Background: an optimization exercise with open tools, aiming at small area, a short achievable clock period and few clock cycles per item. Do not read the settings as production practice.
Only simulation tests tie the RTL to the original design; equivalence was not proved.
Power figures rest on the tool's default switching activity, not on a simulated workload.

==> flow/design.v (excerpt) <==
module credit_flow_control_table #(
    parameter int          PEERS      = cfct_pkg::PEERS_DEF,
    parameter int          VCS        = cfct_pkg::VCS_DEF
) (
    input  logic                              clk,
    input  logic                              rst_n,
    input  logic                              s_axis_tvalid,
    output logic                              s_axis_tready,
    input  logic [cfct_pkg::IN_DATA_W-1:0]    s_axis_tdata,
    input  logic [cfct_pkg::IN_USER_W-1:0]    s_axis_tuser,
    output logic                              m_axis_tvalid,
    input  logic                              m_axis_tready,
    output logic [cfct_pkg::OUT_DATA_W-1:0]   m_axis_tdata,
    input  logic                              cfg_valid,
    output logic                              cfg_ready,
    input  logic [cfct_pkg::CFG_IDX_W-1:0]    cfg_index,
    input  logic [cfct_pkg::CNT_W-1:0]        cfg_data
);
    localparam int N       = cfct_pkg::CNT_W;
    localparam int ENTRIES = 64;
    localparam int ENTRY_W = 2 * N + 1;
    localparam int SB_W    = cfct_pkg::KIND_W + cfct_pkg::PEER_W + cfct_pkg::VC_W;
    logic         link_enable_reg;
    logic         dynamic_mode_reg;
    logic [N-1:0] base_credit_reg;
    logic [N-1:0] divisor_reg;           
    logic [N-1:0] base_m1_reg;           
    logic [N+1:0] divisor3_reg;          
    logic [N-1:0] batch_size_reg;
    logic [N-1:0] initial_credits_reg;
    logic [2:0]   num_vcs_reg;
    assign cfg_ready = 1'b1;
    always_ff @(posedge clk or negedge rst_n)
    begin
        if (!rst_n)
        begin
            link_enable_reg     <= 1'b0;
            dynamic_mode_reg    <= 1'b1;
            base_credit_reg     <= cfct_pkg::RST_BASE_CREDIT;
            divisor_reg         <= cfct_pkg::RST_BYTES_PER_CR;
            batch_size_reg      <= cfct_pkg::RST_BATCH_SIZE;
            initial_credits_reg <= cfct_pkg::RST_INIT_CREDITS;
            num_vcs_reg         <= cfct_pkg::RST_NUM_VCS;
        end
        else if (cfg_valid)
        begin
            case (cfg_index)
                cfct_pkg::CFG_LINK_ENABLE:  link_enable_reg     <= cfg_data[0];
                cfct_pkg::CFG_DYNAMIC_MODE: dynamic_mode_reg    <= cfg_data[0];
                cfct_pkg::CFG_BASE_CREDIT:  base_credit_reg     <= cfg_data;
                cfct_pkg::CFG_BYTES_PER_CR: divisor_reg         <= (cfg_data == '0) ? N'(1) : cfg_data;
  ...
Size: roughly 7,400 cells after synthesis, roughly 2,800 flip-flops, about 110,000 sq um of cells after synthesis.
Settings: LEC_CHECK=0, ABC_CLOCK_PERIOD_IN_PS=3000, CAP_MARGIN=20, CORE_MARGIN=2, CORE_UTILIZATION=50, CTS_CLUSTER_DIAMETER=80, CTS_CLUSTER_SIZE=24, SETUP_SLACK_MARGIN=5.0, SLEW_MARGIN=20; clock period 8.5 ns.
run.sh (not shown) runs the stock make flow with config.mk's settings and CLKGATE_MAP_FILE= SYNTH_SCRIPT=/design/flow/synth_recipe.tcl, a recipe that flattens the netlist after the stock synthesis.
The first run went through all stages and came out clean.
Testbench counts at the start, summed over its fixed seeds: cycles 8,320, requests 8,000.
Change:
--- a/flow/config.mk
+++ b/flow/config.mk
@@ -7,2 +7,3 @@
 export LEC_CHECK = 0
+export ABC_AREA = 1
 export ABC_CLOCK_PERIOD_IN_PS = 3000
Effect: The new run ran to the end with no violations. Non-clock buffer count shrinks by 145. Via count grows by 6.7%. Worst setup slack gains 0.28 ns. Cell area grows by 0.77%. Critical path depth shrinks by 3. Global-route usage shrinks by 1.1 points. Flip-flop and latch count does not change. Clock skew grows by 0.0098 ns. Count of clock-buffer cells in the layout grows by 2. Utilization shrinks by 1.5 points.
Change:
--- a/flow/config.mk
+++ b/flow/config.mk
@@ -11,3 +11,3 @@
 export CORE_MARGIN = 2
-export CORE_UTILIZATION = 50
+export CORE_UTILIZATION = 56
 export CTS_CLUSTER_DIAMETER = 80
Outcome: Routed wire length is lower slightly. Register-to-register slack improves by 0.07 ns. Hold slack stays flat. Setup slack gains 0.067 ns. First-iteration DRC count came out higher slightly. Area after synthesis does not change. Total power grows slightly. Cell area stays flat. Core utilization is higher by 6.6 points. Clock skew barely changes. Die area falls by roughly a tenth.

port drivers added, routing unchanged:
No port has a modelled driver above. Below, the same layouts with a new extraction and two added sets of constraints. Step 1 assumes that a clkbuf_16 drives the clock port and a buf_2 every other input. Step 2 also shifts input and output timing later by t, the mid clock arrival at the registers, as if the neighbouring blocks saw the same clock. Three values: ideal, step 1, step 2; two values: the first two.
run	t, ns	slack for setup (ns)	clock arrival spread, ns
the first run	0.949	4.604 / 4.604 / 4.341	0.047 / 0.047
the second run	0.957	4.887 / 4.887 / 4.225	0.061 / 0.061
the third run	0.960	4.953 / 4.950 / 4.139	0.062 / 0.062
After both steps setup and hold are still met in every run listed. The setup slack of the third run, which loses most, moves by -0.003 ns with the drivers and by -0.814 ns with both steps.
